This is an optimization exercise on Yosys and OpenROAD, whose aim is small area, a short achievable clock period and few clock cycles, not a production implementation.
RTL that was checked went through simulation tests only; none was proved equivalent to the original.
No activity file was given, so power comes from the tool's default toggle rates.

tundra:
==> flow/design.v <==
`timescale 1ns/1ps
package cache_pkg;
	localparam int ADDR_WIDTH = 32;                  
	localparam int DATA_WIDTH = 32;
	localparam int BYTE_SEL_WIDTH = $clog2(DATA_WIDTH / 8);
	localparam int TAG_MAX = 28;
	localparam int META_WIDTH = TAG_MAX + 2;
	typedef logic [DATA_WIDTH-1:0] word_t;
	typedef logic [DATA_WIDTH/8-1:0] byte_en_t;
	typedef struct packed {
		logic               valid;
		logic               dirty;
		logic [TAG_MAX-1:0] tag;
	} line_meta_t;
endpackage
`timescale 1ns/1ps
package mem_bus_pkg;
	localparam logic BUS_READ  = 1'b0;    
	localparam logic BUS_WRITE = 1'b1;    
	typedef enum logic [2:0] {
		IDLE      = 3'd0,    
		WB_BURST  = 3'd1,    
		WB_DONE   = 3'd2,    
		RF_BURST  = 3'd3,    
		RF_FINISH = 3'd4     
	} miss_state_t;
endpackage
`timescale 1ns/1ps
`timescale 1ns/1ps
`timescale 1ns/1ps
`timescale 1ns/1ps
module dcache_top #(
	parameter int NUM_WAYS     = 2,
	parameter int INDEX_WIDTH  = 2,
	parameter int OFFSET_WIDTH = 2
) (
	input  logic                             clk,
	input  logic                             rst,
	input  logic [cache_pkg::ADDR_WIDTH-1:0] cpu_addr,
	input  cache_pkg::byte_en_t              cpu_byte_en,
	input  logic                             cpu_read,
	input  logic                             cpu_write,
	input  cache_pkg::word_t                 cpu_wr_data,
	output cache_pkg::word_t                 cpu_rd_data,
	output logic                             cpu_stall,
	output logic [cache_pkg::ADDR_WIDTH-1:0] mem_addr,
	output logic                             mem_addr_valid,
	output logic                             mem_we,
	output cache_pkg::word_t                 mem_wr_data,
	output logic                             mem_wr_valid,
	output logic                             mem_wr_last,
	input  logic                             mem_addr_ready,
	input  logic                             mem_rd_valid,
	input  cache_pkg::word_t                 mem_rd_data,
	input  logic                             mem_wr_ready,
	input  logic                             mem_wr_done
);
	localparam int TW = 26;    
	logic          valid [2][4];
	logic          dirty [2][4];
	logic [TW-1:0] tag   [2][4];
	logic [31:0]   data  [2][4][4];
	logic          rr;
	logic       stall_q;         
	logic       req_missed;      
	logic       req_rf_started;  
	logic       start_q;         
	logic       miss_way;        
	logic       wr_q;            
	logic       wr_way_q;
	logic [3:0] wr_set_q, wr_off_q, wr_be_q;    
	logic       av_q;            
	logic       wb_active;       
	logic [1:0] wb_ld;           
	logic       wv_q;            
	logic       wl_q;            
	logic       rf_busy;         
	logic [1:0] rf_beat;
	logic [1:0] rf_set;
	logic       rf_way;
	logic [31:0] out_q;
	logic [27:0] ma_q;
	logic        we_q;
	assign cpu_stall      = stall_q;
	assign cpu_rd_data    = out_q;
	assign mem_addr       = {ma_q, 4'b0000};
	assign mem_addr_valid = av_q;
	assign mem_we         = we_q;
	assign mem_wr_data    = out_q;
	assign mem_wr_valid   = wv_q;
	assign mem_wr_last    = wl_q;
	logic [1:0]    cset, coff;
	logic [TW-1:0] ctag;
	logic          req, look;
	logic          hit0, hit1, hit, hw;
	logic          v;              
	logic          wbneed;
	assign cset = cpu_addr[5:4];
	assign coff = cpu_addr[3:2];
	assign ctag = cpu_addr[31:6];
	assign req  = cpu_read | cpu_write;
	assign look = req & stall_q;
	logic [3:0] m0, m1;
	always_comb begin
		for (int s = 0; s < 4; s++) begin
			m0[s] = valid[0][s] & (tag[0][s] == ctag);
			m1[s] = valid[1][s] & (tag[1][s] == ctag);
		end
	end
	assign hit0 = m0[cset];
	assign hit1 = m1[cset];
	assign hit  = hit0 | hit1;
	assign hw   = !hit0;
	logic [3:0]    vs, wbn;
	logic [TW-1:0] vtag [4];
	always_comb begin
		for (int s = 0; s < 4; s++) begin
			vs[s]   = !valid[0][s] ? 1'b0 : !valid[1][s] ? 1'b1 : rr;
			wbn[s]  = valid[vs[s]][s] & dirty[vs[s]][s];
			vtag[s] = tag[vs[s]][s];
		end
	end
	assign v      = vs[cset];
	assign wbneed = wbn[cset];
	logic [1:0]  rsel_off;
	logic [31:0] rword0, rword1;
	assign rsel_off = wb_active ? wb_ld : coff;
	assign rword0   = data[0][cset][rsel_off];
	assign rword1   = data[1][cset][rsel_off];
	logic myword_q;      
	logic rf_mine;       
	logic on_rf;         
	logic avail;
	logic res_rd, res_wr, res_arr, resolve, start_miss, can_start;
	logic merge;
	assign rf_mine = myword_q & mem_rd_valid;
	assign on_rf   = rf_busy & (rf_set == cset) & (rf_way == hw);
	assign avail   = !on_rf | (coff < rf_beat);
	assign res_rd  = cpu_read & hit & avail;
	assign res_wr  = cpu_write & hit & !rf_busy;
	assign res_arr = rf_mine;
	assign resolve = look & (req_missed ? res_arr : (res_rd | res_wr));
	assign can_start  = !av_q & !wb_active;
	assign start_miss = look & !req_missed & !hit & can_start;
	assign merge      = cpu_write & rf_mine;
	logic take_a, take_w, rf_take, rf_we;
	assign take_a  = av_q & mem_addr_ready;
	assign take_w  = wv_q & mem_wr_ready;
	assign rf_take = take_a & !we_q;
	assign rf_we   = rf_busy & mem_rd_valid;
	always_ff @(posedge clk or negedge rst) begin
		if (!rst) begin
			stall_q        <= 1'b1;
			req_missed     <= 1'b0;
			req_rf_started <= 1'b0;
			start_q        <= 1'b0;
			wr_q           <= 1'b0;
			av_q           <= 1'b0;
			wb_active      <= 1'b0;
			wv_q           <= 1'b0;
			wl_q           <= 1'b0;
			rf_busy        <= 1'b0;
			rf_beat        <= 2'd0;
			rr             <= 1'b0;
			myword_q       <= 1'b0;
		end else begin
			myword_q <= ((req_rf_started && !rf_mine) || rf_take) &&
			            (rf_take || (rf_busy && !(rf_we && rf_beat == 2'd3))) &&
			            ((rf_take ? 2'd0 : rf_we ? rf_beat + 2'd1 : rf_beat) == coff);
			stall_q <= stall_q ? !resolve : 1'b1;
			wr_q    <= look & !req_missed & res_wr;
			start_q <= start_miss;
			if (start_q)
				rr <= !rr;
			if (resolve) begin
				req_missed     <= 1'b0;
				req_rf_started <= 1'b0;
			end else begin
				if (start_miss)
					req_missed <= 1'b1;
				if (rf_take)
					req_rf_started <= 1'b1;
			end
			if (start_miss)
				av_q <= 1'b1;
			else if (take_w && wl_q)
				av_q <= 1'b1;                
			else if (take_a)
				av_q <= 1'b0;
			if (!wb_active) begin
				wb_active <= start_miss && wbneed;
				wb_ld     <= 2'd0;
				wv_q      <= 1'b0;
				wl_q      <= 1'b0;
			end else if (take_a && we_q) begin
				wv_q  <= 1'b1;               
				wb_ld <= 2'd1;
			end else if (take_w) begin
				if (wl_q) begin
					wb_active <= 1'b0;
					wv_q      <= 1'b0;
				end else begin
					wl_q  <= (wb_ld == 2'd3);
					wb_ld <= wb_ld + 2'd1;
				end
			end
			if (rf_take) begin
				rf_busy <= 1'b1;
				rf_beat <= 2'd0;
			end else if (rf_we) begin
				rf_beat <= rf_beat + 2'd1;
				if (rf_beat == 2'd3)
					rf_busy <= 1'b0;
			end
		end
	end
	always_ff @(posedge clk) begin
		if (!(wb_active && wv_q && !take_w))    
			out_q <= rf_mine ? mem_rd_data :
			         (wb_active ? miss_way : hw) ? rword1 : rword0;
		wr_way_q <= hw;
		for (int i = 0; i < 4; i++) begin
			wr_set_q[i] <= (cset == i[1:0]);
			wr_off_q[i] <= (coff == i[1:0]);
		end
		wr_be_q  <= cpu_byte_en;
		if (!req_missed)
			miss_way <= v;    
		if (rf_take) begin
			rf_set <= cset;
			rf_way <= miss_way;
		end
		if (!av_q && !wb_active) begin
			ma_q <= wbneed ? {vtag[cset], cset} : cpu_addr[31:4];
			we_q <= wbneed;
		end else if (take_w && wl_q) begin
			ma_q <= cpu_addr[31:4];
			we_q <= 1'b0;
		end
	end
	always_ff @(posedge clk or negedge rst) begin
		if (!rst) begin
			for (int w = 0; w < 2; w++)
				for (int s = 0; s < 4; s++) begin
					valid[w][s] <= 1'b0;
					dirty[w][s] <= 1'b0;
				end
		end else begin
			for (int w = 0; w < 2; w++)
				for (int s = 0; s < 4; s++) begin
					if (start_q && miss_way == w[0] && cset == s[1:0]) begin
						valid[w][s] <= 1'b1;
						dirty[w][s] <= 1'b0;
					end
					if (wr_q && wr_way_q == w[0] && wr_set_q[s])
						dirty[w][s] <= 1'b1;
					if (merge && rf_way == w[0] && rf_set == s[1:0])
						dirty[w][s] <= 1'b1;
				end
		end
	end
	always_ff @(posedge clk) begin
		for (int w = 0; w < 2; w++)
			for (int s = 0; s < 4; s++)
				if (start_q && miss_way == w[0] && cset == s[1:0])
					tag[w][s] <= ctag;
	end
	logic [31:0] wdata;
	always_comb begin
		for (int b = 0; b < 4; b++)
			wdata[8*b +: 8] = (!rf_we || (merge && cpu_byte_en[b])) ?
				cpu_wr_data[8*b +: 8] : mem_rd_data[8*b +: 8];
	end
	always_ff @(posedge clk) begin
		for (int w = 0; w < 2; w++)
			for (int s = 0; s < 4; s++)
				for (int o = 0; o < 4; o++)
					for (int b = 0; b < 4; b++)
						if ((rf_we && rf_way == w[0] && rf_set == s[1:0] && rf_beat == o[1:0]) ||
							(wr_q && wr_way_q == w[0] && wr_set_q[s] && wr_off_q[o] && wr_be_q[b]))
							data[w][s][o][8*b +: 8] <= wdata[8*b +: 8];
	end
endmodule
Settings: LEC_CHECK=0, CAP_MARGIN=20, CORE_MARGIN=2, CORE_UTILIZATION=55, CTS_BUF_LIST=sky130_fd_sc_hd__clkbuf_8, PLACE_DENSITY=0.7, SETUP_SLACK_MARGIN=3.9, SLEW_MARGIN=20, TNS_END_PERCENT=5; clock period 6.5 ns.
run.sh (not shown) runs the stock make flow with config.mk's settings and CLKGATE_MAP_FILE= SYNTH_SCRIPT=/design/flow/synth_recipe.tcl, a recipe that flattens the netlist after the stock synthesis.
tundra went all the way through the flow, and no timing, DRC or antenna check failed.
[inputs] fjord vs tundra
--- a/flow/design.v
+++ b/flow/design.v
@@ -67,9 +67,8 @@
 	logic       start_q;         
 	logic       miss_way;        
 	logic       wr_q;            
 	logic       wr_way_q;
-	logic [3:0] wr_set_q, wr_off_q, wr_be_q;    
 	logic       av_q;            
 	logic       wb_active;       
 	logic [1:0] wb_ld;           
 	logic       wv_q;            
@@ -218,13 +217,8 @@
 		if (!(wb_active && wv_q && !take_w))    
 			out_q <= rf_mine ? mem_rd_data :
 			         (wb_active ? miss_way : hw) ? rword1 : rword0;
 		wr_way_q <= hw;
-		for (int i = 0; i < 4; i++) begin
-			wr_set_q[i] <= (cset == i[1:0]);
-			wr_off_q[i] <= (coff == i[1:0]);
-		end
-		wr_be_q  <= cpu_byte_en;
 		if (!req_missed)
 			miss_way <= v;    
 		if (rf_take) begin
 			rf_set <= cset;
@@ -251,9 +245,9 @@
 					if (start_q && miss_way == w[0] && cset == s[1:0]) begin
 						valid[w][s] <= 1'b1;
 						dirty[w][s] <= 1'b0;
 					end
-					if (wr_q && wr_way_q == w[0] && wr_set_q[s])
+					if (wr_q && wr_way_q == w[0] && cset == s[1:0])
 						dirty[w][s] <= 1'b1;
 					if (merge && rf_way == w[0] && rf_set == s[1:0])
 						dirty[w][s] <= 1'b1;
 				end
@@ -276,8 +270,9 @@
 			for (int s = 0; s < 4; s++)
 				for (int o = 0; o < 4; o++)
 					for (int b = 0; b < 4; b++)
 						if ((rf_we && rf_way == w[0] && rf_set == s[1:0] && rf_beat == o[1:0]) ||
-							(wr_q && wr_way_q == w[0] && wr_set_q[s] && wr_off_q[o] && wr_be_q[b]))
+							(wr_q && wr_way_q == w[0] && cset == s[1:0] && coff == o[1:0] &&
+							 cpu_byte_en[b]))
 							data[w][s][o][8*b +: 8] <= wdata[8*b +: 8];
 	end
 endmodule
==> run summary <==
- Comparing tundra and fjord, the lower non-filler instance count after layout was measured on fjord.
- The power number comes out higher for tundra vs fjord.
- From tundra to fjord the numbers moved as follows: total length of routed wires lower; utilization higher.
- From tundra to fjord the numbers moved as follows: overall via count from detail_route down about 1.2%, number of clock buffer instances in the layout fell by 2.
- The insertion delay to the later sink of the worst-skew pair on fjord is in line with that on tundra.
- fjord carries fewer flip-flops than tundra.
- Between tundra and fjord, the difference in global-route wire length before repair is negligible.
- Met2 wire length, fjord vs tundra: down by a few percent
Testbench counts of fjord, summed over its fixed seeds: cycles 227,314.
Function not checked in tundra: the RTL went through the layout flow alone.


## JK
Another version of the RTL of dcache_top (not shown whole).
Size in the first run: ~3,500 cells after synthesis, roughly 1,300 flip-flops, about 210 I/O pins, about 54,000 sq um of cells after synthesis.
Design dcache_top, start of the top module:
module dcache_top #(
	parameter int NUM_WAYS     = 2,
	parameter int INDEX_WIDTH  = 2,
	parameter int OFFSET_WIDTH = 2
) (
	input  logic                             clk,
	input  logic                             rst,
	input  logic [cache_pkg::ADDR_WIDTH-1:0] cpu_addr,
	input  cache_pkg::byte_en_t              cpu_byte_en,
	input  logic                             cpu_read,
	input  logic                             cpu_write,
	input  cache_pkg::word_t                 cpu_wr_data,
	output cache_pkg::word_t                 cpu_rd_data,
	output logic                             cpu_stall,
	output logic [cache_pkg::ADDR_WIDTH-1:0] mem_addr,
	output logic                             mem_addr_valid,
	output logic                             mem_we,
	output cache_pkg::word_t                 mem_wr_data,
	output logic                             mem_wr_valid,
	output logic                             mem_wr_last,
	input  logic                             mem_addr_ready,
	input  logic                             mem_rd_valid,
	input  cache_pkg::word_t                 mem_rd_data,
	input  logic                             mem_wr_ready,
	input  logic                             mem_wr_done
);
	localparam int TW = 26;    
	logic          valid [2][4];
	logic          dirty [2][4];
	logic [TW-1:0] tag   [2][4];
	logic [31:0]   data  [2][4][4];
	logic          rr;
	logic       stall_q;         
	logic       req_missed;      
	logic       req_rf_started;  
	logic       start_q;         
	logic       miss_way;        
  ...
make LEC_CHECK=0 CAP_MARGIN=20 CORE_MARGIN=2 CORE_UTILIZATION=55 CTS_BUF_LIST=sky130_fd_sc_hd__clkbuf_8 PLACE_DENSITY=0.7 SETUP_SLACK_MARGIN=3.6 SLEW_MARGIN=20 finish   # period 6.5 ns
The following lists how MS was set up differently from JK:
--- a/flow/design.v
+++ b/flow/design.v
@@ -60,22 +60,23 @@
 	logic          dirty [2][4];
 	logic [TW-1:0] tag   [2][4];
 	logic [31:0]   data  [2][4][4];
 	logic          rr;
 	logic       stall_q;         
 	logic       req_missed;      
 	logic       req_rf_started;  
 	logic       start_q;         
 	logic       miss_way;        
 	logic       wr_q;            
 	logic       wr_way_q;
+	logic [3:0] wr_set_q, wr_off_q;    
 	logic       av_q;            
 	logic       wb_active;       
 	logic [1:0] wb_ld;           
 	logic       wv_q;            
 	logic       wl_q;            
 	logic       rf_busy;         
 	logic [1:0] rf_beat;
 	logic [1:0] rf_set;
 	logic       rf_way;
 	logic [31:0] out_q;
 	logic        rdy_o, av_o, wv_o, wl_o, we_o;
@@ -222,22 +223,26 @@
 				rf_beat <= rf_beat + 2'd1;
 				if (rf_beat == 2'd3)
 					rf_busy <= 1'b0;
 			end
 		end
 	end
 	always_ff @(posedge clk) begin
 		if (!(wb_active && wv_q && !take_w))    
 			out_q <= rf_mine ? mem_rd_data :
 			         (wb_active ? miss_way : hw) ? rword1 : rword0;
 		wr_way_q <= hw;
+		for (int i = 0; i < 4; i++) begin
+			wr_set_q[i] <= (cset == i[1:0]);    
+			wr_off_q[i] <= (coff == i[1:0]);
+		end
 		if (!req_missed)
 			miss_way <= v;    
 		if (rf_take) begin
 			rf_set <= cset;
 			rf_way <= miss_way;
 		end
 		if (!av_q && !wb_active) begin
 			ma_q <= wbneed ? {vtag[cset], cset} : cpu_addr[31:4];
 			we_n <= !wbneed;
 			we_o <= wbneed;
 		end else if (take_w && wl_q) begin
@@ -252,23 +257,23 @@
 				for (int s = 0; s < 4; s++) begin
 					valid[w][s] <= 1'b0;
 					dirty[w][s] <= 1'b0;
 				end
 		end else begin
 			for (int w = 0; w < 2; w++)
 				for (int s = 0; s < 4; s++) begin
 					if (start_q && miss_way == w[0] && cset == s[1:0]) begin
 						valid[w][s] <= 1'b1;
 						dirty[w][s] <= 1'b0;
 					end
-					if (wr_q && wr_way_q == w[0] && cset == s[1:0])
+					if (wr_q && wr_way_q == w[0] && wr_set_q[s])
 						dirty[w][s] <= 1'b1;
 					if (merge && rf_way == w[0] && rf_set == s[1:0])
 						dirty[w][s] <= 1'b1;
 				end
 		end
 	end
 	always_ff @(posedge clk) begin
 		for (int w = 0; w < 2; w++)
 			for (int s = 0; s < 4; s++)
 				if (start_q && miss_way == w[0] && cset == s[1:0])
 					tag[w][s] <= ctag;
@@ -276,15 +281,15 @@
 	logic [31:0] wdata;
 	always_comb begin
 		for (int b = 0; b < 4; b++)
 			wdata[8*b +: 8] = (rf_we ? merge : 1'b1) && cpu_byte_en[b] ? cpu_wr_data[8*b +: 8] :
 			                  rf_we ? mem_rd_data[8*b +: 8] : out_q[8*b +: 8];
 	end
 	always_ff @(posedge clk) begin
 		for (int w = 0; w < 2; w++)
 			for (int s = 0; s < 4; s++)
 				for (int o = 0; o < 4; o++)
 					if ((rf_we && rf_way == w[0] && rf_set == s[1:0] && rf_beat == o[1:0]) ||
-						(wr_q && wr_way_q == w[0] && cset == s[1:0] && coff == o[1:0]))
+						(wr_q && wr_way_q == w[0] && wr_set_q[s] && wr_off_q[o]))
 						data[w][s][o] <= wdata;
 	end
 endmodule
==> comparison <==
- MS completed every stage of the flow, and the final layout passed the timing, design-rule and antenna checks.
- As far as number of DRC violations after detailed routing goes, MS and JK are indistinguishable; the numbers are identical.
- Post-route standard cell area excluding fillers (MS vs. JK) increases slightly
- Logic depth of the worst path, buffers included delta for MS relative to JK: 6 higher
- Run comparison: MS last element of the critical path out_q[10]; JK last element of the critical path mem_wr_data[9]
- [diff] area of the core region, MS relative to JK: regression
- Summary — total routed wirelength, MS relative to JK: higher, by 5.0%.
- From JK to MS the numbers moved as follows: largest incremental delay on the critical path increased by 0.11 ns relative to the old numbers; leakage power increased by 1.2% relative to the old numbers.
- Re mean post-synth cell area: MS is 0.50 sq um up on JK.
Function was not checked in any run of this note: the RTL went through the layout flow alone.

-- re-timing with driven ports --
No port has a modelled driver above. Below, the same layouts with a new extraction and two added sets of constraints. Step 1: set_driving_cell puts a clkbuf_16 on clk and a buf_2 on each other input, an assumption about the parent block. Step 2 times the ports against the registers' clock, not the clock port: input delays grow and output delays shrink by t, the midpoint of the rising clock arrivals with the driver on. Slacks: ideal ports / drivers / drivers and shift; pairs: ideal ports / drivers.
| run | shift t [ns] | slack for setup (ns) | worst setup path at the end |
|---|---|---|---|
| tundra | 0.979 | 3.251 / 3.226 / 2.247 | input to register |
| fjord | 0.965 | 3.437 / 3.414 / 2.449 | input to register |
| JK | 0.981 | 3.433 / 3.359 / 2.517 | input to register |
| MS | 0.941 | 3.108 / 3.158 / 2.217 | input to register |
After both steps every run listed still meets setup and hold. For tundra, which loses most, drivers alone change the setup slack by -0.025 ns; drivers and shift together by -1.004 ns.
